Source: an optimization exercise on an open RTL-to-GDS flow (aim: small area). Production flows keep margins and buffers that such runs may drop.
In this exercise RTL edits were held to simulation tests only and were not proved equivalent to the original.
Power is estimated from default activity; no workload was simulated.

<file path="flow/flow/run.sh">
#!/bin/bash
# Standard synthesis, then its combinational logic re-mapped for area (registers
# untouched), then the standard layout with the ports buffered by the smallest
# buffer and a leaner clock tree. Each tool's output goes to a log here.
set -euo pipefail
here=$(pwd)
export BUFFER_PORTS_ARGS="-buffer_cell sky130_fd_sc_hd__buf_1"
export CTS_ARGS="-sink_clustering_enable -repair_clock_nets -dont_use_dummy_load -buf_list sky130_fd_sc_hd__clkbuf_8 -sink_clustering_size 20 -sink_clustering_max_diameter 60"
bash standard.sh synth > synth.log 2>&1
export RES=$here/orfs/results/$FLOW_PLATFORM/reorder_buffer_commit_retire_unit/base
export ABC_SCRIPT=$here/flow/area.abc
YOSYS=$FLOW_HOME/../tools/install/yosys/bin/yosys
[[ -x $YOSYS ]] || YOSYS=yosys
cp $RES/1_2_yosys.v $RES/1_2_yosys.std.v
$YOSYS -c $here/flow/remap.tcl > remap.log 2>&1
rm -f $RES/1_synth.odb $RES/1_synth.sdc
bash standard.sh > standard.log 2>&1
</file>
<file path="flow/flow/area.abc">
strash
&get -n
&st
&deepsyn -T 60
&put
dch -f
amap
</file>
<file path="flow/flow/remap.tcl">
# Re-map the combinational logic of the standard synthesis netlist for area.
# The registers are kept as they are: same cells, same instance names.
set lib $::env(FLOW_HOME)/platforms/sky130hd/lib/sky130_fd_sc_hd__tt_025C_1v80.lib
set res $::env(RES)
set dont_use {sky130_fd_sc_hd__probe_p_8 sky130_fd_sc_hd__probec_p_8 sky130_fd_sc_hd__lpflow_bleeder_1 sky130_fd_sc_hd__lpflow_clkbufkapwr_1 sky130_fd_sc_hd__lpflow_clkbufkapwr_16 sky130_fd_sc_hd__lpflow_clkbufkapwr_2 sky130_fd_sc_hd__lpflow_clkbufkapwr_4 sky130_fd_sc_hd__lpflow_clkbufkapwr_8 sky130_fd_sc_hd__lpflow_clkinvkapwr_1 sky130_fd_sc_hd__lpflow_clkinvkapwr_16 sky130_fd_sc_hd__lpflow_clkinvkapwr_2 sky130_fd_sc_hd__lpflow_clkinvkapwr_4 sky130_fd_sc_hd__lpflow_clkinvkapwr_8 sky130_fd_sc_hd__lpflow_decapkapwr_12 sky130_fd_sc_hd__lpflow_decapkapwr_3 sky130_fd_sc_hd__lpflow_decapkapwr_4 sky130_fd_sc_hd__lpflow_decapkapwr_6 sky130_fd_sc_hd__lpflow_decapkapwr_8 sky130_fd_sc_hd__lpflow_inputiso0n_1 sky130_fd_sc_hd__lpflow_inputiso0p_1 sky130_fd_sc_hd__lpflow_inputiso1n_1 sky130_fd_sc_hd__lpflow_inputiso1p_1 sky130_fd_sc_hd__lpflow_inputisolatch_1 sky130_fd_sc_hd__lpflow_isobufsrc_1 sky130_fd_sc_hd__lpflow_isobufsrc_16 sky130_fd_sc_hd__lpflow_isobufsrc_2 sky130_fd_sc_hd__lpflow_isobufsrc_4 sky130_fd_sc_hd__lpflow_isobufsrc_8 sky130_fd_sc_hd__lpflow_isobufsrckapwr_16 sky130_fd_sc_hd__lpflow_lsbuf_lh_hl_isowell_tap_1 sky130_fd_sc_hd__lpflow_lsbuf_lh_hl_isowell_tap_2 sky130_fd_sc_hd__lpflow_lsbuf_lh_hl_isowell_tap_4 sky130_fd_sc_hd__lpflow_lsbuf_lh_isowell_4 sky130_fd_sc_hd__lpflow_lsbuf_lh_isowell_tap_1 sky130_fd_sc_hd__lpflow_lsbuf_lh_isowell_tap_2 sky130_fd_sc_hd__lpflow_lsbuf_lh_isowell_tap_4 }
set du_args {}
foreach c $dont_use { lappend du_args -dont_use $c }
yosys read_liberty -ignore_miss_func $lib
yosys read_verilog $res/1_2_yosys.std.v
yosys hierarchy -top $::env(FLOW_TOP)
yosys setattr -mod -set keep_hierarchy 1 sky130_fd_sc_hd__*df* sky130_fd_sc_hd__*dl*
yosys flatten
yosys rename -hide w:*.*
yosys opt_clean -purge
yosys abc -liberty $lib {*}$du_args -script $::env(ABC_SCRIPT) -D 5000 $::env(FLOW_TOP)
yosys opt_clean -purge
yosys hilomap -singleton -hicell sky130_fd_sc_hd__conb_1 HI -locell sky130_fd_sc_hd__conb_1 LO $::env(FLOW_TOP)
yosys splitnets
yosys opt_clean -purge
yosys insbuf -buf sky130_fd_sc_hd__buf_1 A X
yosys opt_clean
yosys tee -o $res/remap_stat.txt stat
yosys select -module $::env(FLOW_TOP)
yosys write_verilog -noattr -nohex -nodec -selected $res/1_2_yosys.v
</file>
<file path="flow/standard.sh">
#!/bin/bash
# synth_recipe.tcl (not shown) runs the flow's synth.tcl, then flattens the netlist and writes it again
# the make line also repeats each setting of config.mk as NAME=value (left out here)
make -C /OpenROAD-flow-scripts/flow DESIGN_CONFIG=/design/flow/config.mk WORK_HOME=/design/flow/orfs CLKGATE_MAP_FILE= SYNTH_SCRIPT=/design/flow/synth_recipe.tcl "${@:-finish}"
</file>
<file path="flow/config.mk">
export PLATFORM = sky130hd
export DESIGN_NAME = reorder_buffer_commit_retire_unit
export DESIGN_NICKNAME = reorder_buffer_commit_retire_unit
export VERILOG_FILES = /design/flow/design.v
export SDC_FILE = /design/flow/constraint.sdc
export NUM_CORES = 4
export LEC_CHECK = 0
export CAP_MARGIN = 20
export CORE_MARGIN = 2
export CORE_UTILIZATION = 65
export PLACE_DENSITY = 0.75
export SLEW_MARGIN = 20
</file>
<file path="flow/constraint.sdc">
create_clock -name core_clock -period 5.0 [get_ports {i_clk}]
set_input_delay 1.0000 -clock core_clock [delete_from_list [all_inputs] [get_ports {i_clk}]]
set_output_delay 1.0000 -clock core_clock [all_outputs]
set_load 0.01 [all_outputs]
</file>
<file path="flow/design.v">
`timescale 1ns / 1ps
package rbcr_pkg;
    localparam logic [2:0] MODE_ALLOC  = 3'd0;
    localparam logic [2:0] MODE_POP    = 3'd1;
    localparam logic [2:0] MODE_COMMIT = 3'd2;
    localparam logic [2:0] MODE_RETIRE = 3'd3;
    localparam logic [2:0] MODE_FLUSH  = 3'd4;
    localparam logic [2:0] MODE_QUERY  = 3'd5;
endpackage
`timescale 1ns / 1ps
module reorder_buffer_commit_retire_unit (
    input  wire          i_clk,
    input  wire          i_rst_n,
    input  wire          start,
    output wire          busy,
    input  wire [35:0]   i_cmd,
    output wire          o_done,
    output wire [101:0]  o_result,
    input  wire          i_cfg_we,
    input  wire [1:0]    i_cfg_index,
    input  wire [6:0]    i_cfg_data
);
    localparam [2:0] S_IDLE = 3'd0;
    localparam [2:0] S_W    = 3'd1;
    localparam [2:0] S_2    = 3'd2;
    localparam [2:0] S_3    = 3'd3;
    localparam [2:0] S_4    = 3'd4;
    localparam [2:0] S_FIN  = 3'd5;
    localparam [2:0] S_DONE = 3'd6;    
    localparam [2:0] S_CLR  = 3'd7;    
    wire [2:0] mode  = i_cmd[35:33];
    wire [5:0] slot  = i_cmd[32:27];
    wire       uopz  = (i_cmd[10:7] == 4'd0);
    wire [6:0] req   = i_cmd[6:0];
    wire m_alloc  = (mode == 3'd0);
    wire m_pop    = (mode == 3'd1);
    wire m_commit = (mode == 3'd2);
    wire m_retire = (mode == 3'd3);
    wire m_flush  = (mode == 3'd4);
    wire m_query  = (mode == 3'd5);
    reg  [5:0]  rot;
    reg  [63:0] mk;           
    reg  [63:0] uz;           
    reg  [31:0] ops, ins;     
    reg         c_ops, c_ins;
    reg  [5:0]  head, commit, tail;
    reg         cf, uf;       
    reg  [6:0]  cap;
    reg         roc, sim;
    reg  [2:0]  st;
    reg         fs, pz;       
    reg  [6:0]  cnt;
    reg  [2:0]  rk;
    wire       k0     = (rot[4:0] == 5'd0);
    wire       k31    = (rot[4:0] == 5'd31);
    wire       eqS    = (rot == slot);
    wire       eqH    = (rot == head);
    wire       eqC    = (rot == commit);
    wire       eqT    = (rot == tail);
    wire [5:0] unc_lo, com_lo;
    wire [6:0] ub, cb;        
    assign ub[0] = 1'b0;
    assign cb[0] = 1'b0;
    genvar gi;
    generate
        for (gi = 0; gi < 6; gi = gi + 1) begin : g_sub
            assign unc_lo[gi] = tail[gi] ^ commit[gi] ^ ub[gi];
            assign ub[gi+1]   = (~tail[gi] & commit[gi]) | (~(tail[gi] ^ commit[gi]) & ub[gi]);
            assign com_lo[gi] = commit[gi] ^ head[gi] ^ cb[gi];
            assign cb[gi+1]   = (~commit[gi] & head[gi]) | (~(commit[gi] ^ head[gi]) & cb[gi]);
        end
    endgenerate
    wire       unc_zero  = !uf && (unc_lo == 6'd0);
    wire       all_empty = unc_zero && !cf && (com_lo == 6'd0);
    wire       ready  = (st == S_FIN) && k31;
    wire       acc    = start && ready;
    assign busy   = !ready;
    assign o_done = (st == S_DONE);
    reg        mk_in, uz_in, inj;
    reg [2:0]  st_n;
    reg        head_ld, commit_ld, tail_ld;
    reg        cf_n, uf_n, fs_n, pz_n;
    reg [6:0]  cnt_n;
    reg [2:0]  rk_n;
    reg        cnt_inc, cnt_ld;
    always @* begin
        mk_in     = mk[0];
        uz_in     = uz[0];
        inj       = 1'b0;
        st_n      = st;
        head_ld   = 1'b0;
        commit_ld = 1'b0;
        tail_ld   = 1'b0;
        cf_n      = cf;
        uf_n      = uf;
        fs_n      = fs;
        pz_n      = pz;
        rk_n      = rk;
        cnt_inc   = 1'b0;
        cnt_ld    = 1'b0;
        cnt_n     = cnt;
        if (m_retire && eqS && !fs && st != S_IDLE) begin
            fs_n = 1'b1;
            pz_n = uz[0];
            if (sim) mk_in = 1'b1;
        end
        case (st)
            S_IDLE, S_DONE: begin
                st_n = S_IDLE;
                if (start) begin
                    st_n     = S_W;
                    rk_n     = m_flush ? 3'd5 : m_retire ? 3'd6 : m_query ? 3'd7 : 3'd0;
                    cnt_n    = m_query ? req : 7'd0;
                    fs_n     = 1'b0;
                end
            end
            S_W: begin
                if (m_alloc) begin
                    if (eqT) begin
                        if (eqH && !all_empty) begin
                            rk_n = 3'd1;
                            st_n     = S_FIN;
                        end else begin
                            uz_in  = uopz;
                            rk_n   = 3'd4;
                            cnt_ld = 1'b1;
                            st_n   = S_2;
                        end
                    end
                end else if (m_pop) begin
                    if (unc_zero) begin
                        rk_n = 3'd2;
                        st_n = S_FIN;
                    end else if (eqT) begin
                        cnt_inc = 1'b1;
                        st_n    = S_2;
                    end
                end else if (m_commit) begin
                    if (!sim) begin
                        st_n = S_FIN;
                    end else if (unc_zero) begin
                        rk_n = 3'd2;
                        st_n     = S_FIN;
                    end else if (eqC) begin
                        mk_in    = 1'b0;
                        rk_n = eqS ? 3'd0 : 3'd3;
                        uf_n     = 1'b0;
                        st_n     = S_2;
                    end
                end else if (m_retire) begin
                    if (!sim) begin
                        st_n = S_3;
                    end else if (eqH) begin
                        if ((cf || !eqC) && (mk[0] || eqS)) begin
                            cnt_inc = 1'b1;
                            st_n    = S_2;
                        end else begin
                            st_n = S_3;
                        end
                    end
                end else if (m_flush) begin
                    if (unc_zero) begin
                        st_n = S_FIN;
                    end else if (eqC) begin
                        if (eqS) begin
                            cnt_inc = 1'b1;
                            st_n    = S_3;
                        end else begin
                            st_n = S_2;
                        end
                    end
                end else if (m_query) begin
                    if (roc ? unc_zero : all_empty) begin
                        st_n = S_FIN;
                    end else if (roc ? eqC : eqH) begin
                        cnt_inc = 1'b1;
                        st_n    = S_2;
                    end
                end else begin
                    st_n = S_FIN;
                end
            end
            S_2: begin
                if (m_alloc) begin
                    tail_ld = 1'b1;
                    if (eqC) uf_n = 1'b1;
                    st_n = S_FIN;
                end else if (m_pop) begin
                    if (cnt[5:0] == 6'd63) begin
                        tail_ld = 1'b1;
                        uf_n    = 1'b0;
                        st_n    = S_FIN;
                    end else begin
                        cnt_inc = 1'b1;
                    end
                end else if (m_commit) begin
                    commit_ld = 1'b1;
                    if (eqH) cf_n = 1'b1;
                    st_n = S_FIN;
                end else if (m_retire) begin
                    if (!eqC && (mk[0] || eqS)) begin
                        cnt_inc = 1'b1;
                    end else begin
                        head_ld = 1'b1;
                        cf_n    = 1'b0;
                        st_n    = S_3;
                    end
                end else if (m_flush) begin
                    if (eqT) begin
                        st_n = S_FIN;
                    end else if (eqS) begin
                        cnt_inc = 1'b1;
                        st_n    = S_3;
                    end
                end else begin
                    if (eqT) begin
                        st_n = S_FIN;
                    end else begin
                        cnt_inc = 1'b1;
                    end
                end
            end
            S_3: begin
                if (m_retire) begin
                    if (fs_n) st_n = S_4;
                end else begin
                    if (eqT) begin
                        uf_n = 1'b0;
                        st_n = S_4;
                    end else begin
                        cnt_inc = 1'b1;
                    end
                end
            end
            S_4: begin
                if (m_flush) begin
                    if (eqS) begin
                        tail_ld = 1'b1;
                        st_n    = S_FIN;
                    end
                end else if (k0) begin
                    inj  = 1'b1;
                    st_n = S_FIN;
                end
            end
            S_FIN: begin
                if (m_query && !(cnt <= cap)) rk_n = 3'd0;
                if (acc) st_n = S_DONE;
            end
            default: begin
                if (k31) st_n = S_IDLE;
            end
        endcase
        if (cnt_ld) cnt_n = {1'b0, rot};
        if (cnt_inc) begin
            cnt_n = cnt + 7'd1;
            if (m_query && cnt == 7'd127) rk_n = 3'd0;
        end
    end
    wire clr     = (st == S_CLR);
    wire v_ops   = ops[0] & !clr;
    wire v_ins   = ins[0] & !clr;
    wire ci_ops  = k0 ? inj : c_ops;
    wire ci_ins  = k0 ? (inj & pz) : c_ins;
    always @(posedge i_clk) begin
        mk  <= {mk_in, mk[63:1]};
        uz  <= {uz_in, uz[63:1]};
        ops <= {v_ops ^ ci_ops, ops[31:1]};
        ins <= {v_ins ^ ci_ins, ins[31:1]};
        c_ops <= v_ops & ci_ops;
        c_ins <= v_ins & ci_ins;
        cnt    <= cnt_n;
        rk     <= rk_n;
        fs     <= fs_n;
        pz     <= pz_n;
        if (!i_rst_n) begin
            rot    <= 6'd0;
            head   <= 6'd0;
            commit <= 6'd0;
            tail   <= 6'd0;
            cf     <= 1'b0;
            uf     <= 1'b0;
            cap    <= 7'd64;
            roc    <= 1'b0;
            sim    <= 1'b1;
            st     <= S_CLR;
        end else begin
            rot    <= rot + 6'd1;
            if (head_ld)   head   <= rot;
            if (commit_ld) commit <= rot;
            if (tail_ld)   tail   <= rot;
            cf     <= cf_n;
            uf     <= uf_n;
            if (i_cfg_we) begin
                case (i_cfg_index)
                    2'd0: cap <= i_cfg_data;
                    2'd1: roc <= i_cfg_data[0];
                    2'd2: sim <= i_cfg_data[0];
                    default: ;
                endcase
            end
            st     <= st_n;
        end
    end
    assign o_result[101:100] = rk[2] ? 2'd0 : rk[1:0];
    assign o_result[99:94]   = (rk == 3'd4) ? cnt[5:0] : 6'd0;
    assign o_result[93]      = (rk == 3'd7);
    assign o_result[92:86]   = (rk == 3'd5) ? cnt : 7'd0;
    assign o_result[85:79]   = (rk == 3'd6) ? cnt : 7'd0;
    assign o_result[78:47]   = ops;
    assign o_result[46:15]   = ins;
    assign o_result[14:8]    = {uf, unc_lo};
    assign o_result[7:1]     = {cf, com_lo};
    assign o_result[0]       = all_empty;
endmodule
</file>
==> results of run 1 <==
==> power breakdown <==
group | total, mW | internal [mW] | switching (mW) | leakage, nW
clock network | 0.827 | 0.291 | 0.536 | 0.115
logic | 0.266 | 0.0838 | 0.183 | 0.768
registers | 2.06 | 2.01 | 0.0438 | 1.98
==> worst max-delay path, stage by stage, from the launching register on <==
cell	delay [ns]
dfxtp_1	0.43
clkinv_1	0.20
o22ai_1	0.21
clkinv_1	0.11
nand2_1	0.07
o21ai_0	0.10
nand2_1	0.09
o21ai_0	0.10
nand2_1	0.10
o21ai_0	0.11
nand2_1	0.10
o21ai_0	0.10
o21ai_0	0.23
or3_1	0.26
nor2_2	0.09
nor3_1	0.33
a31oi_1	0.15
o22a_1	0.23
o22a_1	0.19
o21ai_0	0.25
clkinv_1	0.37
nand3_1	0.38
==> cell usage in the layout (no fill, tap or decap), types with 2 or more instances in the layout <==
cell       instances
a221o_1            2
a2111oi_0          2
nor2_2             2
or4_1              2
dfxtp_1          236
nand3_1           13
nor2_1            65
o21ai_0           43
o221ai_1           7
o22a_1             5
o22ai_1           39
buf_1            136
o211ai_1           2
clkinv_1          67
a31oi_1            5
nand2_1           30
or2_0              7
buf_4              4
edfxtp_1           8
clkbuf_8          16
a211oi_1           3
a32o_1             4
o21a_1             3
a21oi_1           19
nor3_1            14
a22oi_1           11
nand4_1            6
nor4_1             7
a221oi_1           6
or3_1              5
==> stage by stage <==
step	setup slack, ns	cells	power [mW]
floorplan	0.9472	623	2.249
global placement	0.6205	897	2.340
detailed placement	0.4600	897	2.354
CTS	0.4310	913	3.142
global route	0.02779	913	3.239
finish	0.4699	913	3.149
==> flip-flops by register name, summed over array words and instances, names as in the netlist, 3 cells and up <==
name	count
st	3
rot	6
commit	6
rk	3
uz	64
cnt	7
mk	64
cap	7
tail	6
ops	32
head	6
ins	32
==> layout make-up <==
cell class | count | area (um2)
clock buffer | 16 | 220.2
fill | 653 | 2467
inverter | 67 | 251.5
multi-input combinational | 310 | 1709
sequential | 244 | 4965
tap | 136 | 170.2
timing repair buffer | 140 | 540.5
==> final timing paths <==
check	startpoint	endpoint	slack [ns]	depth (start not counted)
worst max-delay path	commit[1]$_SDFFE_PN0P_	cnt[4]$_DFFE_PP_	0.47	21
worst min register to register	mk[5]$_DFF_P_	mk[4]$_DFF_P_	0.31	0
worst max register to register	commit[1]$_SDFFE_PN0P_	cnt[4]$_DFFE_PP_	0.47	21
worst min-delay path	mk[5]$_DFF_P_	mk[4]$_DFF_P_	0.31	0
==> routing by layer <==
metal,track usage (%),part of all wire [%],wire length [um]
met1,36.65,42,6841
met2,47.15,49,7958
met3,3.891,6.9,1138
met4,8.534,2.8,457
met5,0,0,0
==> results.json, run 1 <==
{
  "design_area_mm2": 0.007856,
  "dpl-instance-area_mm2": 0.007625,
  "skew_ns": 0.03993,
  "hpwl_um": 12060,
  "grt_max_degree": 21,
  "syn_area_per_cell_um2": 11.11,
  "postLayoutCoreUtil_pct": 76.10,
  "worstSetupStartpointType": "flop",
  "routed_wl_um": 16400,
  "syn-instance-count": 623,
  "cp_max_fo": 7,
  "dr.pass1.iters": 7,
  "cts_resized": 0,
  "post_drt_wl_per_cell_um": 17.96,
  "maxCapViolCount": 0,
  "drive_gt1_share_pct": 2.960,
  "vias_per_cell": 5.710,
  "fmax_mhz": 220.7,
  "ant_nets": 0,
  "antenna_found_initial": 0,
  "ys.warnings.count": 1,
  "clock_latency_ns": 0.51,
  "crit_type": "reg2reg",
  "cp-end-kind": "flop",
  "num_rows": 37,
  "relSlewSlack_pct": 46.69,
  "clkTransAtPathRegs_ns": 0.10,
  "clockBufferDepth": 3,
  "grt_pass1_wl_um": 24920,
  "syn_nets": 672,
  "p_per_area_mw_per_mm2": 400.8,
  "area_growth_pct": 13.50,
  "cts-buffers-inserted": 16,
  "critPathRequiredTime_ns": 5.15,
  "setup-tns-final_ns": 0,
  "p_leak_nw": 2.862,
  "start_util_pct": 67.05,
  "ir_drop_v": 0.0004732,
  "drt_iter0_drc": 597,
  "arrival_ns": 4.68,
  "cts.htree.levels": 1,
  "nNetsFinal": 828,
  "finalHoldViolations": 0,
  "cts_setup_buffers": 0,
  "period_needed_ns": 4.530,
  "postCtsHoldBufs": 0,
  "num_vias": 5213,
  "io_pins": 153,
  "worstMarginPinSlew_ns": 0.7913,
  "cts.sinks": 244,
  "rsz0062_at_grt": "false",
  "cts_tree": "built",
  "hold_path_class": "reg2reg",
  "die_x_um": 107.2,
  "period_share_pct": 90.60,
  "num_antenna_cells": 0,
  "maxSlewViolCount": 0,
  "overflow": 0,
  "grt_pass1_vias": 4925,
  "syn_area_mm2": 0.006922,
  "core_area_mm2": 0.01032,
  "cts_root_buf": "clkbuf_8",
  "gp_congestion": 0.9899,
  "io_buffers": 136,
  "die_area_mm2": 0.01149,
  "dieHeight_um": 107.2,
  "finalSetupViolCount": 0,
  "drc": 0,
  "status": "finished clean",
  "holdWs_ns": 0.3134,
  "grt_use_total_pct": 27.64
}
==> run 2: changes to the inputs <==
==> flow/flow/run.sh (replaced) <==
#!/bin/bash
# Standard synthesis, then its combinational logic re-mapped for area (registers
# untouched; the smallest of a few ABC runs is kept), then the standard layout
# with the ports buffered by the smallest buffer and a leaner clock tree.
# Each tool's output goes to a log here.
set -euo pipefail
here=$(pwd)
export BUFFER_PORTS_ARGS="-buffer_cell sky130_fd_sc_hd__buf_1"
export CTS_ARGS="-sink_clustering_enable -repair_clock_nets -dont_use_dummy_load -buf_list sky130_fd_sc_hd__clkbuf_8 -sink_clustering_size 20 -sink_clustering_max_diameter 60"
bash standard.sh synth > synth.log 2>&1
export RES=$here/orfs/results/$FLOW_PLATFORM/reorder_buffer_commit_retire_unit/base
YOSYS=$FLOW_HOME/../tools/install/yosys/bin/yosys
[[ -x $YOSYS ]] || YOSYS=yosys
LIB=$FLOW_HOME/platforms/$FLOW_PLATFORM/lib/sky130_fd_sc_hd__tt_025C_1v80.lib
cp $RES/1_2_yosys.v $RES/1_2_yosys.std.v
for s in 1 2 3 4; do
  printf 'strash\n&get -n\n&st\n&deepsyn -T 45 -S %s\n&put\ndch -f\namap\n' $s > $here/area_$s.abc
  ABC_SCRIPT=$here/area_$s.abc OUT_V=$RES/remap_$s.v $YOSYS -c $here/flow/remap.tcl > remap_$s.log 2>&1 &
done
wait
best=""; best_area=""
for s in 1 2 3 4; do
  [[ -s $RES/remap_$s.v ]] || continue
  $YOSYS -p "read_liberty -lib $LIB; read_verilog $RES/remap_$s.v; tee -o $RES/remap_$s.area stat -liberty $LIB" > area_$s.log 2>&1 || continue
  a=$(grep "Chip area" $RES/remap_$s.area | awk '{print $NF}')
  echo "seed $s: $a" >> remap_choice.log
  if [[ -z "$best" ]] || awk -v a="$a" -v b="$best_area" 'BEGIN{exit !(a<b)}'; then best=$s; best_area=$a; fi
done
echo "kept seed $best: $best_area" >> remap_choice.log
cp $RES/remap_$best.v $RES/1_2_yosys.v
rm -f $RES/1_synth.odb $RES/1_synth.sdc
bash standard.sh > standard.log 2>&1
--- a/flow/flow/remap.tcl
+++ b/flow/flow/remap.tcl
@@ -19,6 +19,6 @@
 yosys opt_clean -purge
 yosys insbuf -buf sky130_fd_sc_hd__buf_1 A X
 yosys opt_clean
-yosys tee -o $res/remap_stat.txt stat
+yosys tee -o $::env(OUT_V).stat stat
 yosys select -module $::env(FLOW_TOP)
-yosys write_verilog -noattr -nohex -nodec -selected $res/1_2_yosys.v
+yosys write_verilog -noattr -nohex -nodec -selected $::env(OUT_V)
removed: flow/flow/area.abc
==> run 2 against run 1 <==
  * Still clean on timing, DRC and antenna
  * Register-to-register slack about the same
  * Sequential power about the same
  * Sequential cell count unchanged
  * Hold slack improved by 0.019 ns
  * Global-route usage decreased by 0.36 points
  * Count of clock-buffer cells in the layout unchanged
  * Maximum frequency decreased by 0.65%
  * Sequential share of layout area decreased by 0.24 points
  * Area after synthesis increased by 0.38%
  * Critical path depth decreased by 5
  * Largest cell class unchanged
==> results.json, run 2 <==
{
  "relSlewSlack_pct": 31.50,
  "dr.pass1.iters": 5,
  "cts-buffers-inserted": 16,
  "critPathRequiredTime_ns": 4.00,
  "ant_nets": 0,
  "pre_cts_ws_ns": 0.5326,
  "ir_drop_v": 0.0003720,
  "core_area_mm2": 0.01037,
  "cts.htree.levels": 1,
  "num_rows": 37,
  "cts_tree": "built",
  "syn-instance-count": 636,
  "syn_nets": 685,
  "postLayoutCoreUtil_pct": 76.05,
  "maxSlewViolCount": 0,
  "start_util_pct": 67.00,
  "io_buffers": 136,
  "num_vias": 5278,
  "grt_pass1_wl_um": 24540,
  "arrival_ns": 3.56,
  "dp_cells": 912,
  "io_pins": 153,
  "cts_resized": 0,
  "mostFrequentLayoutCell": "dfxtp_1",
  "grt_max_degree": 21,
  "setup_ws_ns": 0.4404,
  "p_leak_nw": 2.882,
  "post_drt_wl_per_cell_um": 17.18,
  "cts_setup_buffers": 0,
  "die_area_mm2": 0.01153,
  "drive_gt1_share_pct": 2.778,
  "status": "finished clean",
  "cp-end-kind": "output pin",
  "antenna_found_initial": 0,
  "postCtsHoldBufs": 0,
  "hold_path_class": "reg2reg",
  "fmax_mhz": 219.3,
  "gp_congestion": 0.9036,
  "worstMarginPinSlew_ns": 1.019,
  "worstSetupStartpointType": "flop",
  "instances_no_fill": 928,
  "area_growth_pct": 13.51,
  "p_per_area_mw_per_mm2": 393.4,
  "syn_area_per_cell_um2": 10.92,
  "dieHeight_um": 107.4,
  "hpwl_um": 11680,
  "ys.warnings.count": 1,
  "final_cell_mix": "236 x dfxtp_1, 136 x buf_1, 82 x nor2_1",
  "crit_type": "reg2out",
  "period_needed_ns": 4.560,
  "clockBufferDepth": 3,
  "rsz0062_at_grt": "false",
  "routed_wl_um": 15940,
  "drt_iter0_drc": 407,
  "overflow": 0,
  "period_share_pct": 91.19,
  "nNetsFinal": 843,
  "setup-tns-final_ns": 0,
  "num_antenna_cells": 0,
  "finalSetupViolCount": 0,
  "cts_root_buf": "clkbuf_8",
  "grt_pass1_vias": 4868,
  "drc": 0,
  "largestRegisters": "mk x64, uz x64",
  "die_x_um": 107.4,
  "maxCapViolCount": 0,
  "cp_max_fo": 5,
  "clock_latency_ns": 0.49,
  "syn_area_mm2": 0.006948,
  "vias_per_cell": 5.688,
  "skew_ns": 0.02239,
  "finalHoldViolations": 0,
  "holdWs_ns": 0.3324,
  "clkTransAtPathRegs_ns": 0.12,
  "grt_use_total_pct": 27.27,
  "cts.sinks": 244
}
==> run 2: layer usage <==
layer | global-route usage (%) | vias up | wire length, um
li1 | - | 2518 | -
met1 | 36.29 | 2447 | 6771
met2 | 46.70 | 264 | 7537
met3 | 3.935 | 49 | 1204
met4 | 7.967 | 0 | 428
met5 | 0 | - | 0
==> run 2: final timing paths <==
kind / start / endpoint / slack [ns] / depth (start not counted)
worst max-delay path: commit[1]$_SDFFE_PN0P_ / o_result[0] / 0.44 / 16
worst min-delay path: mk[62]$_DFF_P_ / mk[61]$_DFF_P_ / 0.33 / 0
worst max register to register: commit[1]$_SDFFE_PN0P_ / cnt[3]$_DFFE_PP_ / 0.48 / 25
worst min register to register: mk[62]$_DFF_P_ / mk[61]$_DFF_P_ / 0.33 / 0
==> run 2: metrics by stage <==
stage               power (mW)  cell area [um2]
finish                   3.103             7886
CTS                      3.109             7886
global placement         2.298             7666
detailed placement       2.309             7666
global route             3.205             7886
floorplan                2.217             6948
==> run 2: layout make-up <==
type / count / area, um2
sequential: 244 / 4965
fill: 734 / 2484
multi-input combinational: 312 / 1683
timing repair buffer: 142 / 555.5
inverter: 78 / 292.8
clock buffer: 16 / 220.2
tap: 136 / 170.2
==> run 2: critical path, cell delays in order (launching register included) <==
cell and delay [ns]:
dfxtp_1 0.43, clkinv_1 0.19, o22ai_1 0.21, clkinv_1 0.11, nand2_1 0.09, o21ai_0 0.11
nand2_1 0.11, o21ai_0 0.13, nand2_1 0.10, o21ai_0 0.10, nand2_1 0.11, o21ai_0 0.11
nor2_1 0.13, a21oi_1 0.06, nor4_1 0.60, nor2b_1 0.29, buf_1 0.22
==> run 2: power breakdown <==
part           internal, mW  switching [mW]
sequential             2.01          0.0387
clock                 0.291           0.539
combinational        0.0721           0.156
total                  2.37           0.734
==> run 3: changes to the inputs <==
--- a/flow/config.mk
+++ b/flow/config.mk
@@ -8,5 +8,6 @@
 export CAP_MARGIN = 20
 export CORE_MARGIN = 2
 export CORE_UTILIZATION = 65
+export GPL_TIMING_DRIVEN = 0
 export PLACE_DENSITY = 0.75
 export SLEW_MARGIN = 20
==> run 3 against run 2 <==
  * Critical endpoint unchanged
  * Setup slack lost 0.17 ns
  * Largest power group unchanged
  * Clock power fell by 2%
  * Cell count down 0.43%
  * Routed wire length shrank 1.4%
  * Utilization is 0.16 points lower
  * Clock skew increased by 0.0044 ns
  * Count of clock-buffer cells in the layout stayed put
  * Still clean
  * Non-clock buffer count shrank 4
  * Area after synthesis stayed put
  * Hold slack worse by 0.012 ns
  * Die area is the same
  * First-iteration DRC count is 12% higher
==> results.json, run 3 <==
{
  "status": "finished clean",
  "cts_resized": 1,
  "cts_tree": "built",
  "rsz0062_at_grt": "false",
  "crit_top_cell": "clkinv_1",
  "design_area_mm2": 0.007870,
  "cts_root_buf": "clkbuf_8",
  "clockBufferDepth": 3,
  "hold_path_class": "reg2reg",
  "clkTransAtPathRegs_ns": 0.11,
  "p_leak_nw": 2.863,
  "mostFrequentLayoutCell": "dfxtp_1",
  "dr_wl_met3_um": 1016,
  "period_needed_ns": 4.725,
  "whs_path_depth": 0,
  "grt_use_total_pct": 26.85,
  "hold_end": "mk[23]$_DFF_P_",
  "drc": 0,
  "dp_cells": 908,
  "syn-instance-count": 636,
  "syn_area_per_cell_um2": 10.92,
  "ff_latch_area_mm2": 0.004965,
  "skew_ns": 0.02683,
  "io_pins": 153,
  "cp_max_fo": 5,
  "syn_nets": 685,
  "syn_area_mm2": 0.006948,
  "instances_no_fill": 924,
  "post_drt_wl_per_cell_um": 17.02,
  "arrival_ns": 3.72,
  "grt_pass1_vias": 4916,
  "slowest_delay_ns": 0.56,
  "ys.warnings.count": 1,
  "num_antenna_cells": 0,
  "multi_input_area_mm2": 0.001704,
  "maxCapViolCount": 0,
  "clock_latency_ns": 0.49,
  "ir_drop_v": 0.0003088,
  "reg2regPathDepth": 19,
  "design_power_total_mw": 3.090,
  "period_share_pct": 94.50,
  "cp_slowest_cell": "or4_1",
  "dieHeight_um": 107.4,
  "drive_gt1_share_pct": 2.284,
  "finalHoldViolations": 0,
  "maxSlewViolCount": 0,
  "cp-end-kind": "output pin",
  "nNetsFinal": 839,
  "start_util_pct": 67.00,
  "grt_pass1_wl_um": 24370,
  "drt_iter0_drc": 454,
  "hpwl_um": 11590,
  "gp_congestion": 0.9133,
  "r2r-start": "commit[1]$_SDFFE_PN0P_",
  "cts-buffers-inserted": 16,
  "relSlewSlack_pct": 32.55,
  "ant_nets": 0,
  "setup-tns-final_ns": 0,
  "postCtsHoldBufs": 0,
  "top_layer": "met4",
  "fmax_mhz": 211.6,
  "grt_max_degree": 21,
  "antenna_found_initial": 0,
  "vias_per_cell": 5.677,
  "crit_chain": "clkinv_1, o22ai_1, clkinv_1, nand2_1, o21ai_0, nand2_1, o21ai_0, or4_1, nor4_4, clkinv_1, nor2b_1, buf_1",
  "worstSetupStartpointType": "flop",
  "core_area_mm2": 0.01037,
  "cts.sinks": 244,
  "die_area_mm2": 0.01153,
  "die_x_um": 107.4,
  "num_vias": 5246,
  "num_rows": 37,
  "worstMarginPinSlew_ns": 1.003,
  "io_buffers": 136,
  "overflow": 0,
  "postLayoutCoreUtil_pct": 75.89,
  "dr.pass1.iters": 5,
  "dpl-instance-area_mm2": 0.007635,
  "routed_wl_um": 15720,
  "crit_type": "reg2out",
  "route.met2.wl_um": 7591,
  "cts.htree.levels": 1,
  "min_from": "mk[24]$_DFF_P_",
  "nFillCells": 704,
  "finalSetupViolCount": 0,
  "final_cell_mix": "236 x dfxtp_1, 138 x buf_1, 82 x nor2_1",
  "rr_endpoint": "cnt[3]$_DFFE_PP_",
  "largestRegisters": "mk x64, uz x64",
  "critPathRequiredTime_ns": 4.00,
  "p_per_area_mw_per_mm2": 392.6,
  "area_growth_pct": 13.27,
  "rrSetupSlack_ns": 0.43,
  "cts_setup_buffers": 0,
  "drt-met1-wl_um": 6740
}
## run 3: changes by cell type in the layout (fill, tap and decap cells not counted), moves of 2 or more
cell     before  now
o21ai_0      36   34
o21ai_1       1    3
buf_4         6    0
buf_1       136  138
## run 3: area by class of cell
class                      instances  area share (%)
sequential                       244           63.08
multi-input combinational        312           21.65
timing repair buffer             136           6.486
inverter                          78           3.720
clock buffer                      16           2.798
tap                              136           2.162
buffer                             2         0.09539
## run 3: routing by layer
metal | GRT usage, % | up-vias
li1 | - | 2503
met1 | 34.90 | 2469
met2 | 46.38 | 239
met3 | 3.814 | 35
met4 | 8.974 | 0
met5 | 0 | -
## run 3: worst max path at each step
stage	from	end	slack, ns	cells past startpoint
3_5_place_dp	commit[1]$_SDFFE_PN0P_	cnt[1]$_DFFE_PP_	0.002	24
4_1_cts	commit[1]$_SDFFE_PN0P_	o_result[0]	0.23	12
2_1_floorplan	i_cmd[31]	cnt[0]$_DFFE_PP_	0.95	16
3_3_place_gp	i_cmd[31]	cnt[3]$_DFFE_PP_	-0.65	17
5_1_grt	commit[1]$_SDFFE_PN0P_	o_result[0]	0.03	17
6_report	commit[1]$_SDFFE_PN0P_	o_result[0]	0.28	12
## run 3: critical path, delay by kind of cell, from the launching register on
kind / cells / cell delay (ns)
flops: 1 / 0.42
simple gates: 5 / 1.54
compound gates: 3 / 0.52
buf+inv: 4 / 0.78
## run 3: per-stage QoR
stage	hold WS (ns)	setup WS (ns)
final	0.3203	0.2751
after detailed placement	0.3121	0.001687
after global placement	0.3125	-0.6477
after floorplan	0.3096	0.9516
after global routing	0.3224	0.03473
after CTS	0.3222	0.2310
## run 3: where the power goes
part           switching, mW  internal, mW
sequential            0.0381          2.01
combinational          0.158        0.0711
clock                  0.526         0.291
==> run 4: changes to the inputs <==
--- a/flow/config.mk
+++ b/flow/config.mk
@@ -5,9 +5,9 @@
 export SDC_FILE = /design/flow/constraint.sdc
 export NUM_CORES = 4
 export LEC_CHECK = 0
-export CAP_MARGIN = 20
+export CAP_MARGIN = 0
 export CORE_MARGIN = 2
 export CORE_UTILIZATION = 65
 export GPL_TIMING_DRIVEN = 0
 export PLACE_DENSITY = 0.75
-export SLEW_MARGIN = 20
+export SLEW_MARGIN = 0
==> run 4 against run 3 <==
  * Sequential power about the same
  * Die area unchanged
  * Register-to-register slack better by 0.02 ns
  * Routed wire length up 1.8%
  * Highest routed layer unchanged
==> results.json, run 4 <==
{
  "ant_nets": 0,
  "final_cell_mix": "236 x dfxtp_1, 138 x buf_1, 82 x nor2_1",
  "rr_endpoint": "cnt[2]$_DFFE_PP_",
  "design_power_total_mw": 3.098,
  "die_area_mm2": 0.01153,
  "cts_tree": "built",
  "rsz0062_at_grt": "false",
  "syn-instance-count": 636,
  "clock_latency_ns": 0.50,
  "ff_latch_area_mm2": 0.004965,
  "skew_ns": 0.02786,
  "reg2regPathDepth": 18,
  "whs_path_depth": 0,
  "cp_max_fo": 5,
  "post_drt_wl_per_cell_um": 17.31,
  "gp_congestion": 0.9133,
  "crit_chain": "clkinv_1, o22ai_1, clkinv_1, nand2_1, o21ai_0, nand2_1, o21ai_0, or4_1, nor4_1, nor2b_1, buf_1",
  "drive_gt1_share_pct": 2.281,
  "worstSetupStartpointType": "flop",
  "clockBufferDepth": 3,
  "antenna_found_initial": 0,
  "grt_max_degree": 21,
  "drt_iter0_drc": 428,
  "cts.htree.levels": 1,
  "drc": 0,
  "syn_nets": 685,
  "grt_use_total_pct": 27.35,
  "hold_end": "mk[24]$_DFF_P_",
  "nFillCells": 728,
  "num_vias": 5332,
  "r2r-start": "commit[1]$_SDFFE_PN0P_",
  "dieHeight_um": 107.4,
  "p_seq_share_pct": 66.0,
  "p_leak_nw": 2.867,
  "pre_cts_ws_ns": -0.02863,
  "p_comb_share_pct": 7.4,
  "p_per_area_mw_per_mm2": 393.4,
  "relSlewSlack_pct": 34.23,
  "min_from": "mk[25]$_DFF_P_",
  "dr.pass1.iters": 5,
  "grt_pass1_vias": 4933,
  "crit_buf_inv": 3,
  "crit_type": "reg2out",
  "routed_wl_um": 16010,
  "num_antenna_cells": 0,
  "period_needed_ns": 4.675,
  "netSwitchingPower_mw": 0.7301,
  "core_area_mm2": 0.01037,
  "design_area_mm2": 0.007875,
  "nNetsFinal": 840,
  "io_pins": 153,
  "die_x_um": 107.4,
  "io_buffers": 136,
  "finalSetupViolCount": 0,
  "ys.warnings.count": 1,
  "cp_slowest_cell": "nor4_1",
  "start_util_pct": 67.00,
  "setup_ws_ns": 0.3246,
  "slowest_delay_ns": 0.67,
  "pwr-share-clk_pct": 26.6,
  "grt_pass1_wl_um": 24740,
  "worstMarginPinSlew_ns": 0.9782,
  "maxCapViolCount": 0,
  "syn_area_mm2": 0.006948,
  "largestRegisters": "mk x64, uz x64",
  "vias_per_cell": 5.764,
  "cts.sinks": 244,
  "arrival_ns": 3.68,
  "cp_top_family": "simple AND/OR/NAND/NOR gates",
  "ir_drop_v": 0.0004262,
  "rrSetupSlack_ns": 0.45,
  "maxSlewViolCount": 0,
  "fmax_mhz": 213.9,
  "p_int_mw": 2.368,
  "hpwl_um": 11640,
  "cts-buffers-inserted": 16,
  "switching_share_pct": 23.57,
  "num_rows": 37,
  "dpl-instance-area_mm2": 0.007640,
  "cp-end-kind": "output pin",
  "cts_root_buf": "clkbuf_8",
  "syn_area_per_cell_um2": 10.92,
  "period_share_pct": 93.51,
  "multi_input_area_mm2": 0.001699,
  "critPathRequiredTime_ns": 4.00,
  "instances_no_fill": 925,
  "mostFrequentLayoutCell": "dfxtp_1",
  "dp_cells": 909,
  "overflow": 0,
  "status": "finished clean",
  "area_growth_pct": 13.34,
  "finalHoldViolations": 0,
  "hold_path_class": "reg2reg",
  "clkTransAtPathRegs_ns": 0.11
}
run 4: final cells by class:
class                   count  area share [%]
plain buffers               2         0.09533
well taps                 136           2.161
inverters                  78           3.718
multi-input cells         312           21.58
flip-flops and latches    244           63.04
repair buffers            137           6.609
clock buffers              16           2.796
run 4: worst max-delay path by stage:
stage / from / end / slack, ns / depth (start not counted)
2_1_floorplan: i_cmd[31] / cnt[0]$_DFFE_PP_ / 0.95 / 16
3_3_place_gp: i_cmd[31] / cnt[3]$_DFFE_PP_ / -0.65 / 17
3_5_place_dp: commit[1]$_SDFFE_PN0P_ / cnt[1]$_DFFE_PP_ / -0.03 / 24
4_1_cts: commit[1]$_SDFFE_PN0P_ / cnt[1]$_DFFE_PP_ / 0.19 / 19
5_1_grt: commit[1]$_SDFFE_PN0P_ / cnt[1]$_DFFE_PP_ / 0.08 / 19
6_report: commit[1]$_SDFFE_PN0P_ / o_result[0] / 0.32 / 11
run 4: per-stage QoR:
stage          util (%)  TNS (ns)  hold slack [ns]
2_1_floorplan         -         0           0.3096
3_3_place_gp      73.56    -10.07           0.3125
3_5_place_dp      73.67   -0.2000           0.3121
4_1_cts           75.86         0           0.3137
5_1_grt           75.94         0           0.3307
6_report          75.94         0           0.3141
run 4: power by group through the flow:
stage,sequential [mW],combinational [mW],clock (mW)
floorplan,2.08,0.139,0
global placement,2.08,0.213,0
detailed placement,2.09,0.220,0
CTS,2.04,0.223,0.831
global route,2.05,0.251,0.898
finish,2.04,0.230,0.824
run 4: worst reg2reg max path, delay by kind of cell, from the launching register on:
kind,cells,cell delay (ns)
flip-flops,1,0.44
buffers and inverters,3,0.50
AND/OR/NAND/NOR,10,2.39
AO/OA/AOI/OAI,5,0.84
run 4: routing by layer:
layer / wire length [um] / up-vias / share of wire (%) / track usage [%]
met4: 572 / 0 / 3.6 / 8.974
met5: 0 / - / 0 / 0
met1: 6836 / 2476 / 43 / 35.86
li1: - / 2513 / - / -
met2: 7468 / 276 / 47 / 46.88
met3: 1132 / 67 / 7.1 / 3.995
run 4: what timing repair did:
item / 4_1_cts / 5_1_grt
setup buffers: 0 / 0
gates resized for setup: 1 / 4
endpoints found under the setup margin: 14 / 18
hold buffers: 0 / 0
endpoints found under the hold margin: 0 / 0
==> run 5: changes to the inputs <==
--- a/flow/flow/run.sh
+++ b/flow/flow/run.sh
@@ -6,7 +6,7 @@
 set -euo pipefail
 here=$(pwd)
 export BUFFER_PORTS_ARGS="-buffer_cell sky130_fd_sc_hd__buf_1"
-export CTS_ARGS="-sink_clustering_enable -repair_clock_nets -dont_use_dummy_load -buf_list sky130_fd_sc_hd__clkbuf_8 -sink_clustering_size 20 -sink_clustering_max_diameter 60"
+export CTS_ARGS="-sink_clustering_enable -dont_use_dummy_load -buf_list sky130_fd_sc_hd__clkbuf_8 -sink_clustering_size 20 -sink_clustering_max_diameter 60"
 bash standard.sh synth > synth.log 2>&1
 export RES=$here/orfs/results/$FLOW_PLATFORM/reorder_buffer_commit_retire_unit/base
 YOSYS=$FLOW_HOME/../tools/install/yosys/bin/yosys
--- a/flow/config.mk
+++ b/flow/config.mk
@@ -5,9 +5,9 @@
 export SDC_FILE = /design/flow/constraint.sdc
 export NUM_CORES = 4
 export LEC_CHECK = 0
-export CAP_MARGIN = 0
+export CAP_MARGIN = 20
 export CORE_MARGIN = 2
 export CORE_UTILIZATION = 65
 export GPL_TIMING_DRIVEN = 0
 export PLACE_DENSITY = 0.75
-export SLEW_MARGIN = 0
+export SLEW_MARGIN = 20
==> run 5 against run 4 <==
  * Combinational power is essentially flat
  * Sequential power barely moved
  * Non-clock buffer count fell by 1
  * Critical path depth up 1
  * Hold slack gained 0.0062 ns
  * Count of clock-buffer cells in the layout stayed put
  * Critical endpoint unchanged
  * Largest power group unchanged
  * Highest routed layer unchanged
==> results.json, run 5 <==
{
  "die_area_mm2": 0.01153,
  "area_growth_pct": 13.27,
  "num_vias": 5246,
  "ys.warnings.count": 1,
  "relSlewSlack_pct": 32.55,
  "syn-instance-count": 636,
  "drt_iter0_drc": 454,
  "core_area_mm2": 0.01037,
  "clock_latency_ns": 0.49,
  "crit_chain": "clkinv_1, o22ai_1, clkinv_1, nand2_1, o21ai_0, nand2_1, o21ai_0, or4_1, nor4_4, clkinv_1, nor2b_1, buf_1",
  "min_from": "mk[24]$_DFF_P_",
  "io_buffers": 136,
  "overflow": 0,
  "grt_pass1_wl_um": 24370,
  "cp_slowest_cell": "or4_1",
  "gp_congestion": 0.9133,
  "postCtsHoldBufs": 0,
  "use_met3_pct": 3.814,
  "cp_top_family": "simple AND/OR/NAND/NOR gates",
  "die_x_um": 107.4,
  "cp_max_fo": 5,
  "dp_cells": 908,
  "fmax_mhz": 211.6,
  "routed_wl_um": 15720,
  "grt_use_total_pct": 26.85,
  "drc": 0,
  "io_pins": 153,
  "start_util_pct": 67.00,
  "num_rows": 37,
  "final_cell_mix": "236 x dfxtp_1, 138 x buf_1, 82 x nor2_1",
  "rsz0062_at_grt": "false",
  "crit_cells": 12,
  "grt_max_degree": 21,
  "crit_type": "reg2out",
  "finalSetupViolCount": 0,
  "r2r-start": "commit[1]$_SDFFE_PN0P_",
  "cts_tree": "built",
  "slowest_delay_ns": 0.56,
  "holdWs_ns": 0.3203,
  "largestRegisters": "mk x64, uz x64",
  "met1_usage_pct": 34.90,
  "period_share_pct": 94.50,
  "hpwl_um": 11590,
  "design_area_mm2": 0.007870,
  "cts-buffers-inserted": 16,
  "setup-tns-final_ns": 0,
  "cts.htree.levels": 1,
  "vias_per_cell": 5.677,
  "syn_area_per_cell_um2": 10.92,
  "grt_pass1_vias": 4916,
  "hold_path_class": "reg2reg",
  "reg2regPathDepth": 19,
  "cts_setup_buffers": 0,
  "rr_endpoint": "cnt[3]$_DFFE_PP_",
  "clkTransAtPathRegs_ns": 0.11,
  "maxSlewViolCount": 0,
  "dr.pass1.iters": 5,
  "maxCapViolCount": 0,
  "crit_end": "o_result[0]",
  "skew_ns": 0.02683,
  "dieHeight_um": 107.4,
  "worstMarginPinSlew_ns": 1.003,
  "ant_nets": 0,
  "period_needed_ns": 4.725,
  "grt_busiest_layer": "met2",
  "ir_drop_v": 0.0003088,
  "critPathRequiredTime_ns": 4.00,
  "cts.sinks": 244,
  "p_per_area_mw_per_mm2": 392.6,
  "syn_area_mm2": 0.006948,
  "crit_start": "commit[1]$_SDFFE_PN0P_",
  "arrival_ns": 3.72,
  "grt_use_met2_pct": 46.38,
  "nNetsFinal": 839,
  "dpl-instance-area_mm2": 0.007635,
  "mostFrequentLayoutCell": "dfxtp_1",
  "instances_no_fill": 924,
  "status": "finished clean",
  "rrSetupSlack_ns": 0.43,
  "worstSetupStartpointType": "flop",
  "cts_root_buf": "clkbuf_8",
  "crit_buf_inv": 4,
  "p_leak_nw": 2.863,
  "clockBufferDepth": 3,
  "syn_nets": 685,
  "cp-end-kind": "output pin",
  "post_drt_wl_per_cell_um": 17.02,
  "antenna_found_initial": 0,
  "finalHoldViolations": 0,
  "drive_gt1_share_pct": 2.284,
  "crit_top_cell": "clkinv_1",
  "num_antenna_cells": 0
}
run 5: worst min-delay path by stage:
stage | to | slack [ns] | cells past startpoint
2_1_floorplan | mk[0]$_DFF_P_ | 0.31 | 0
3_3_place_gp | uz[26]$_DFF_P_ | 0.31 | 0
3_5_place_dp | mk[50]$_DFF_P_ | 0.31 | 0
4_1_cts | uz[56]$_DFF_P_ | 0.32 | 0
5_1_grt | mk[61]$_DFF_P_ | 0.32 | 0
6_report | mk[23]$_DFF_P_ | 0.32 | 0
run 5: area by class of cell:
| cell class | instances | area [um2] |
|---|---|---|
| buffer | 2 | 7.507 |
| clock buffer | 16 | 220.2 |
| fill | 704 | 2500 |
| inverter | 78 | 292.8 |
| multi-input combinational | 312 | 1704 |
| sequential | 244 | 4965 |
| tap | 136 | 170.2 |
| timing repair buffer | 136 | 510.5 |
run 5: metrics by stage:
stage / setup slack (ns) / utilization [%] / power, mW
6_report: 0.2751 / 75.89 / 3.090
5_1_grt: 0.03473 / 75.89 / 3.194
4_1_cts: 0.2310 / 75.81 / 3.097
3_5_place_dp: 0.001687 / 73.62 / 2.307
3_3_place_gp: -0.6477 / 73.56 / 2.295
2_1_floorplan: 0.9516 / - / 2.217
run 5: worst reg2reg max path, cell delays in order (launching register included):
cell	delay, ns
dfxtp_1	0.42
clkinv_1	0.19
o22ai_1	0.27
clkinv_1	0.14
nand2_1	0.10
o21ai_0	0.12
nand2_1	0.11
o21ai_0	0.13
or4_1	0.56
nor4_4	0.50
clkinv_1	0.23
nor2b_1	0.27
nor3_1	0.10
nor2_1	0.11
o22a_1	0.14
nor2_1	0.05
nor2_1	0.09
o21ai_1	0.21
clkinv_1	0.17
nand3_1	0.29
run 5: repair_timing:
| item | CTS | global route |
|---|---|---|
| hold endpoints to repair | 0 | 0 |
| resized for setup | 1 | 3 |
| setup endpoints to repair | 11 | 18 |
run 5: power breakdown:
part / total [mW] / leakage (nW) / switching (mW) / internal, mW
combinational: 0.229 / 0.769 / 0.158 / 0.0711
sequential: 2.04 / 1.98 / 0.0381 / 2.01
clock: 0.817 / 0.115 / 0.526 / 0.291
total: 3.09 / 2.86 / 0.722 / 2.37
run 5: layer usage:
metal / wire length [um] / part of all wire, %
met3: 1016 / 6.5
met4: 376 / 2.4
met1: 6740 / 43
met5: 0 / 0
met2: 7591 / 48
==> run 6: changes to the inputs <==
--- a/flow/flow/run.sh
+++ b/flow/flow/run.sh
@@ -6,7 +6,7 @@
 set -euo pipefail
 here=$(pwd)
 export BUFFER_PORTS_ARGS="-buffer_cell sky130_fd_sc_hd__buf_1"
-export CTS_ARGS="-sink_clustering_enable -dont_use_dummy_load -buf_list sky130_fd_sc_hd__clkbuf_8 -sink_clustering_size 20 -sink_clustering_max_diameter 60"
+export CTS_ARGS="-sink_clustering_enable -repair_clock_nets -dont_use_dummy_load -buf_list sky130_fd_sc_hd__clkbuf_8 -sink_clustering_size 20 -sink_clustering_max_diameter 50"
 bash standard.sh synth > synth.log 2>&1
 export RES=$here/orfs/results/$FLOW_PLATFORM/reorder_buffer_commit_retire_unit/base
 YOSYS=$FLOW_HOME/../tools/install/yosys/bin/yosys
--- a/flow/config.mk
+++ b/flow/config.mk
@@ -7,7 +7,6 @@
 export LEC_CHECK = 0
 export CAP_MARGIN = 20
 export CORE_MARGIN = 2
-export CORE_UTILIZATION = 65
-export GPL_TIMING_DRIVEN = 0
-export PLACE_DENSITY = 0.75
+export CORE_UTILIZATION = 75
+export PLACE_DENSITY = 0.85
 export SLEW_MARGIN = 20
==> run 6 against run 5 <==
  * Sequential share of layout area is 0.14 points higher
  * Global-route usage increased by 9.9 points
  * Via count rose by 8.4%
  * Cell area decreased by 0.22%
  * Synthesized cell count down 0.63%
  * Sequential power hardly changed
  * Clock power up 3.8%
  * Maximum frequency increased by 4.7%
  * First-iteration DRC count grew 35%
  * Combinational power up 15%
  * Clock skew grew 0.029 ns
  * Largest power group unchanged
  * Highest routed layer unchanged
==> results.json, run 6 <==
{
  "syn_nets": 681,
  "ff_latch_area_mm2": 0.004965,
  "design_power_total_mw": 3.165,
  "maxCapViolCount": 0,
  "finalHoldViolations": 0,
  "final_cell_mix": "236 x dfxtp_1, 136 x buf_1, 88 x nor2_1",
  "maxSlewViolCount": 0,
  "clock_latency_ns": 0.51,
  "worstMarginPinSlew_ns": 0.9347,
  "cp-end-kind": "flop",
  "mostFrequentLayoutCell": "dfxtp_1",
  "antenna_found_initial": 0,
  "postCtsHoldBufs": 0,
  "period_share_pct": 90.23,
  "syn_area_per_cell_um2": 10.99,
  "grt_max_degree": 21,
  "num_rows": 35,
  "grt_use_met2_pct": 62.47,
  "core_area_mm2": 0.009109,
  "vias_per_cell": 6.334,
  "io_pins": 153,
  "grt_pass1_vias": 5468,
  "hold_path_class": "reg2reg",
  "nFillCells": 441,
  "syn-instance-count": 632,
  "met1_usage_pct": 43.69,
  "postLayoutCoreUtil_pct": 86.21,
  "use_met3_pct": 8.705,
  "multi_input_area_mm2": 0.001697,
  "clkTransAtPathRegs_ns": 0.11,
  "period_needed_ns": 4.512,
  "p_seq_share_pct": 64.9,
  "setup-tns-final_ns": 0,
  "post_drt_wl_per_cell_um": 20.37,
  "p_comb_share_pct": 8.3,
  "p_int_mw": 2.394,
  "routed_wl_um": 18290,
  "dieHeight_um": 100.2,
  "p_per_area_mw_per_mm2": 403.1,
  "worstSetupStartpointType": "flop",
  "io_buffers": 136,
  "grt_use_total_pct": 36.70,
  "grt_pass1_wl_um": 28390,
  "cts.sinks": 244,
  "arrival_ns": 4.70,
  "die_area_mm2": 0.01005,
  "drt_iter0_drc": 612,
  "finalSetupViolCount": 0,
  "cts_root_buf": "clkbuf_8",
  "pwr-share-clk_pct": 26.8,
  "skew_ns": 0.05613,
  "dr.pass1.iters": 6,
  "nNetsFinal": 838,
  "ys.warnings.count": 1,
  "cp_max_fo": 8,
  "slowest_delay_ns": 0.42,
  "syn_area_mm2": 0.006947,
  "status": "finished clean",
  "grt_busiest_layer": "met2",
  "cts-buffers-inserted": 17,
  "ant_nets": 0,
  "switching_share_pct": 24.37,
  "cts_resized": 0,
  "relSlewSlack_pct": 37.03,
  "p_leak_nw": 2.862,
  "start_util_pct": 76.26,
  "num_vias": 5688,
  "cp_slowest_cell": "dfxtp_1",
  "cts_setup_buffers": 0,
  "overflow": 0,
  "num_antenna_cells": 0,
  "netSwitchingPower_mw": 0.7713,
  "cp_top_family": "compound AO/OA/AOI/OAI gates",
  "crit_type": "reg2reg",
  "cts.htree.levels": 1,
  "rsz0062_at_grt": "false",
  "area_growth_pct": 13.04,
  "critPathRequiredTime_ns": 5.19,
  "drive_gt1_share_pct": 2.668,
  "hpwl_um": 13150,
  "gp_congestion": 0.9563,
  "fmax_mhz": 221.6,
  "die_x_um": 100.2,
  "cts_tree": "built",
  "crit_buf_inv": 5,
  "ir_drop_v": 0.0003395,
  "clockBufferDepth": 3,
  "largestRegisters": "mk x64, uz x64",
  "drc": 0
}
## run 6: per-stage QoR
stage          hold slack [ns]  setup slack [ns]  instances  cell area, um2
3_3_place_gp            0.3126            0.7671        881            7619
3_5_place_dp            0.3121            0.5935        881            7619
5_1_grt                 0.3263            0.1044        898            7853
4_1_cts                 0.3178            0.6463        898            7853
6_report                0.3229            0.4883        898            7853
2_1_floorplan           0.3096            0.7941        632            6947
## run 6: worst reg2reg max path, stage by stage (launching register included)
cell and delay (ns):
dfxtp_1 0.42, clkinv_1 0.18, o22ai_1 0.25, clkinv_1 0.11
nand2_1 0.07, o21ai_0 0.10, nand2_1 0.09, o21ai_0 0.10
nand2_1 0.09, o21ai_0 0.12, nand2_1 0.11, o21ai_0 0.13
a21oi_1 0.24, nor4_1 0.08, buf_4 0.18, clkinv_1 0.07
nor2b_1 0.06, nor3_1 0.22, nor2_1 0.08, o22a_1 0.16
nor2_1 0.09, nor2_1 0.05, o21ai_0 0.35, clkinv_1 0.36
nand2_1 0.32, o221ai_1 0.21
## run 6: layout make-up
| cell class | instances | area share (%) |
|---|---|---|
| sequential | 244 | 63.22 |
| multi-input combinational | 312 | 21.61 |
| timing repair buffer | 140 | 6.883 |
| inverter | 74 | 3.537 |
| clock buffer | 17 | 2.980 |
| tap | 111 | 1.769 |
## run 6: worst paths after layout
path,slack [ns],depth (start not counted),start,endpoint
setup / recovery,0.49,25,commit[1]$_SDFFE_PN0P_,cnt[2]$_DFFE_PP_
hold / removal,0.32,0,mk[24]$_DFF_P_,mk[23]$_DFF_P_
setup reg to reg,0.49,25,commit[1]$_SDFFE_PN0P_,cnt[2]$_DFFE_PP_
hold reg to reg,0.32,0,mk[24]$_DFF_P_,mk[23]$_DFF_P_
## run 6: per-layer routing
metal,part of all wire (%),vias up
met5,0,-
met4,5.9,0
met3,11,126
met2,48,487
met1,35,2563
li1,-,2512
## run 6: power by group through the flow
stage | Clock, mW | Sequential (mW) | Combinational, mW
2_1_floorplan | 0 | 2.08 | 0.148
5_1_grt | 0.916 | 2.06 | 0.277
3_3_place_gp | 0 | 2.09 | 0.227
3_5_place_dp | 0 | 2.09 | 0.245
6_report | 0.848 | 2.05 | 0.264
4_1_cts | 0.854 | 2.05 | 0.252
==> run 7: changes to the inputs <==
--- a/flow/flow/run.sh
+++ b/flow/flow/run.sh
@@ -6,20 +6,22 @@
 set -euo pipefail
 here=$(pwd)
 export BUFFER_PORTS_ARGS="-buffer_cell sky130_fd_sc_hd__buf_1"
-export CTS_ARGS="-sink_clustering_enable -repair_clock_nets -dont_use_dummy_load -buf_list sky130_fd_sc_hd__clkbuf_8 -sink_clustering_size 20 -sink_clustering_max_diameter 50"
+export CTS_ARGS="-sink_clustering_enable -repair_clock_nets -dont_use_dummy_load -buf_list sky130_fd_sc_hd__clkbuf_8 -sink_clustering_size 20 -sink_clustering_max_diameter 60"
 bash standard.sh synth > synth.log 2>&1
 export RES=$here/orfs/results/$FLOW_PLATFORM/reorder_buffer_commit_retire_unit/base
 YOSYS=$FLOW_HOME/../tools/install/yosys/bin/yosys
 [[ -x $YOSYS ]] || YOSYS=yosys
 LIB=$FLOW_HOME/platforms/$FLOW_PLATFORM/lib/sky130_fd_sc_hd__tt_025C_1v80.lib
 cp $RES/1_2_yosys.v $RES/1_2_yosys.std.v
-for s in 1 2 3 4; do
-  printf 'strash\n&get -n\n&st\n&deepsyn -T 45 -S %s\n&put\ndch -f\namap\n' $s > $here/area_$s.abc
-  ABC_SCRIPT=$here/area_$s.abc OUT_V=$RES/remap_$s.v $YOSYS -c $here/flow/remap.tcl > remap_$s.log 2>&1 &
+for batch in "1 2 3 4" "5 6 7 8" "9 10 11 12" "13 14 15 16"; do
+  for s in $batch; do
+    printf 'strash\n&get -n\n&st\n&deepsyn -T 45 -S %s\n&put\ndch -f\namap\n' $s > $here/area_$s.abc
+    ABC_SCRIPT=$here/area_$s.abc OUT_V=$RES/remap_$s.v $YOSYS -c $here/flow/remap.tcl > remap_$s.log 2>&1 &
+  done
+  wait
 done
-wait
 best=""; best_area=""
-for s in 1 2 3 4; do
+for s in $(seq 1 16); do
   [[ -s $RES/remap_$s.v ]] || continue
   $YOSYS -p "read_liberty -lib $LIB; read_verilog $RES/remap_$s.v; tee -o $RES/remap_$s.area stat -liberty $LIB" > area_$s.log 2>&1 || continue
   a=$(grep "Chip area" $RES/remap_$s.area | awk '{print $NF}')
--- a/flow/config.mk
+++ b/flow/config.mk
@@ -7,6 +7,7 @@
 export LEC_CHECK = 0
 export CAP_MARGIN = 20
 export CORE_MARGIN = 2
-export CORE_UTILIZATION = 75
-export PLACE_DENSITY = 0.85
+export CORE_UTILIZATION = 65
+export GPL_TIMING_DRIVEN = 0
+export PLACE_DENSITY = 0.75
 export SLEW_MARGIN = 20
==> run 7 against run 6 <==
  * Clock skew fell by 0.022 ns
  * Setup slack got worse by 0.082 ns
  * Combinational power fell by 9.5%
  * Non-clock buffer count fell by 2
  * Maximum frequency fell by 1.8%
  * Sequential power barely moved
  * Total power fell by 2.7%
  * Clock power fell by 2.9%
  * Synthesized cell count fell by 1.7%
  * Sequential share of layout area rose by 0.41 points
==> results.json, run 7 <==
{
  "maxCapViolCount": 0,
  "setup-tns-final_ns": 0,
  "skew_ns": 0.03415,
  "slowest_delay_ns": 0.43,
  "cp-end-kind": "output pin",
  "grt_max_degree": 21,
  "grt_use_total_pct": 26.90,
  "finalSetupViolCount": 0,
  "relSlewSlack_pct": 32.54,
  "overflow": 0,
  "maxSlewViolCount": 0,
  "ir_drop_v": 0.0003314,
  "worstSetupStartpointType": "flop",
  "cp_slowest_cell": "dfxtp_1",
  "clockBufferDepth": 3,
  "ant_nets": 0,
  "num_antenna_cells": 0,
  "routed_wl_um": 15670,
  "ys.warnings.count": 1,
  "die_x_um": 106.9,
  "cts_root_buf": "clkbuf_8",
  "p_per_area_mw_per_mm2": 394.8,
  "rrSetupSlack_ns": 0.51,
  "hold_path_class": "reg2reg",
  "syn_area_mm2": 0.006884,
  "cts_setup_buffers": 0,
  "post_drt_wl_per_cell_um": 17.24,
  "dp_cells": 893,
  "crit_type": "reg2out",
  "cts_resized": 0,
  "status": "finished clean",
  "cts.sinks": 244,
  "postLayoutCoreUtil_pct": 75.58,
  "hpwl_um": 11610,
  "final_cell_mix": "236 x dfxtp_1, 138 x buf_1, 81 x nor2_1",
  "worstMarginPinSlew_ns": 1.001,
  "start_util_pct": 66.68,
  "instances_no_fill": 909,
  "dpl-instance-area_mm2": 0.007565,
  "dieHeight_um": 106.9,
  "syn_area_per_cell_um2": 11.09,
  "num_rows": 37,
  "period_share_pct": 91.87,
  "area_growth_pct": 13.34,
  "syn_nets": 670,
  "critPathRequiredTime_ns": 4.00,
  "fmax_mhz": 217.7,
  "vias_per_cell": 5.663,
  "drive_gt1_share_pct": 2.458,
  "core_area_mm2": 0.01032,
  "cp_max_fo": 5,
  "drc": 0,
  "die_area_mm2": 0.01143,
  "drt_iter0_drc": 524,
  "largestRegisters": "mk x64, uz x64",
  "p_leak_nw": 2.866,
  "io_pins": 153,
  "nFillCells": 685,
  "num_vias": 5148,
  "holdWs_ns": 0.3146,
  "cts.htree.levels": 1,
  "postCtsHoldBufs": 0,
  "mostFrequentLayoutCell": "dfxtp_1",
  "clkTransAtPathRegs_ns": 0.11,
  "finalHoldViolations": 0,
  "gp_congestion": 0.9905,
  "period_needed_ns": 4.593,
  "cts_tree": "built",
  "arrival_ns": 3.59,
  "rsz0062_at_grt": "false",
  "io_buffers": 136,
  "crit_chain": "clkinv_1, o22ai_1, clkinv_1, nand2_1, o21ai_0, nand2_1, o21ai_0, nand2_1, o21ai_0, nand2_1, o21ai_0, nand2_1, o21ai_0, nor4_1, clkinv_1, nor2_1, buf_1",
  "cts-buffers-inserted": 16,
  "clock_latency_ns": 0.49,
  "crit_buf_inv": 4,
  "dr.pass1.iters": 6,
  "nNetsFinal": 824,
  "cp_top_family": "simple AND/OR/NAND/NOR gates",
  "syn-instance-count": 621,
  "antenna_found_initial": 0,
  "design_area_mm2": 0.007802,
  "grt_pass1_wl_um": 24450,
  "grt_pass1_vias": 4863
}
[run 7: cell types whose count changed in the layout (fill, tap and decap cells not counted), moves of 4 or more]
cell	before	now
nor2_1	88	81
a22oi_1	7	11
buf_4	4	0
o21ai_0	30	45
clkinv_1	74	66
o211ai_1	8	1
[run 7: final timing paths]
| path | from | to | cells after the start |
|---|---|---|---|
| worst max-delay path | commit[1]$_SDFFE_PN0P_ | o_result[0] | 17 |
| worst min-delay path | uz[13]$_DFF_P_ | uz[12]$_DFF_P_ | 0 |
| worst max register to register | commit[1]$_SDFFE_PN0P_ | rk[0]$_DFF_P_ | 23 |
| worst min register to register | uz[13]$_DFF_P_ | uz[12]$_DFF_P_ | 0 |
[run 7: per-layer routing]
layer	track usage, %	wire [um]
met1	36.91	6853
met2	45.50	7601
met4	7.328	316
met5	0	0
met3	3.343	901
[run 7: power breakdown]
| group | switching [mW] | internal, mW |
|---|---|---|
| sequential | 0.0300 | 1.99 |
| combinational | 0.167 | 0.0725 |
| clock | 0.532 | 0.291 |
| total | 0.728 | 2.35 |
[run 7: cell type report]
cell class	instances	area (um2)	area share, %
sequential	244	4965	63.63
multi-input combinational	309	1682	21.55
timing repair buffer	136	510.5	6.543
inverter	66	247.7	3.175
clock buffer	16	220.2	2.822
tap	136	170.2	2.181
buffer	2	7.507	0.09622
[run 7: stage by stage]
step	worst slack, ns	total power, mW
after floorplan	1.180	2.208
after global placement	0.4503	2.284
after detailed placement	0.3939	2.295
after CTS	0.3802	3.077
after global routing	0.08825	3.180
final	0.4066	3.080

port drivers added, routing unchanged:
The results above use ideal ports. As a check the final layouts listed here were re-extracted and re-timed, cells and wires unchanged.
Step 1 (the two cells are an assumption about what drives the block):
set clk [get_ports {i_clk}]
set_driving_cell -lib_cell sky130_fd_sc_hd__clkbuf_16 $clk
set_driving_cell -lib_cell sky130_fd_sc_hd__buf_2 [delete_from_list [all_inputs] $clk]
Step 2 adds t to the input delays and takes it off the output delays; t is the mean of the earliest and latest rising clock arrival at the registers after step 1. Input paths then give back, and output paths get back, about the clock's delay inside the block.
Slacks: no drivers / after step 1 / after step 2; pairs: no drivers / after step 1.
| run | t (ns) | slack for setup (ns) | worst slew at a driven data input, ns | pins driven straight from the clock port |
|---|---|---|---|---|
| run 1 | 0.526 | 0.470 / 0.470 / 0.400 | 0.05 | 1 |
| run 2 | 0.510 | 0.440 / 0.407 / 0.423 | 0.04 | 1 |
| run 3 | 0.516 | 0.275 / 0.238 / 0.308 | 0.04 | 1 |
| run 4 | 0.522 | 0.325 / 0.292 / 0.339 | 0.04 | 1 |
| run 5 | 0.516 | 0.275 / 0.238 / 0.308 | 0.04 | 1 |
| run 6 | 0.520 | 0.488 / 0.488 / 0.373 | 0.09 | 1 |
| run 7 | 0.507 | 0.407 / 0.372 / 0.506 | 0.05 | 1 |
After both steps setup and hold are still met in every run listed. The setup slack of run 6, which loses most, moves by 0.000 ns with the drivers and by -0.115 ns with both steps.
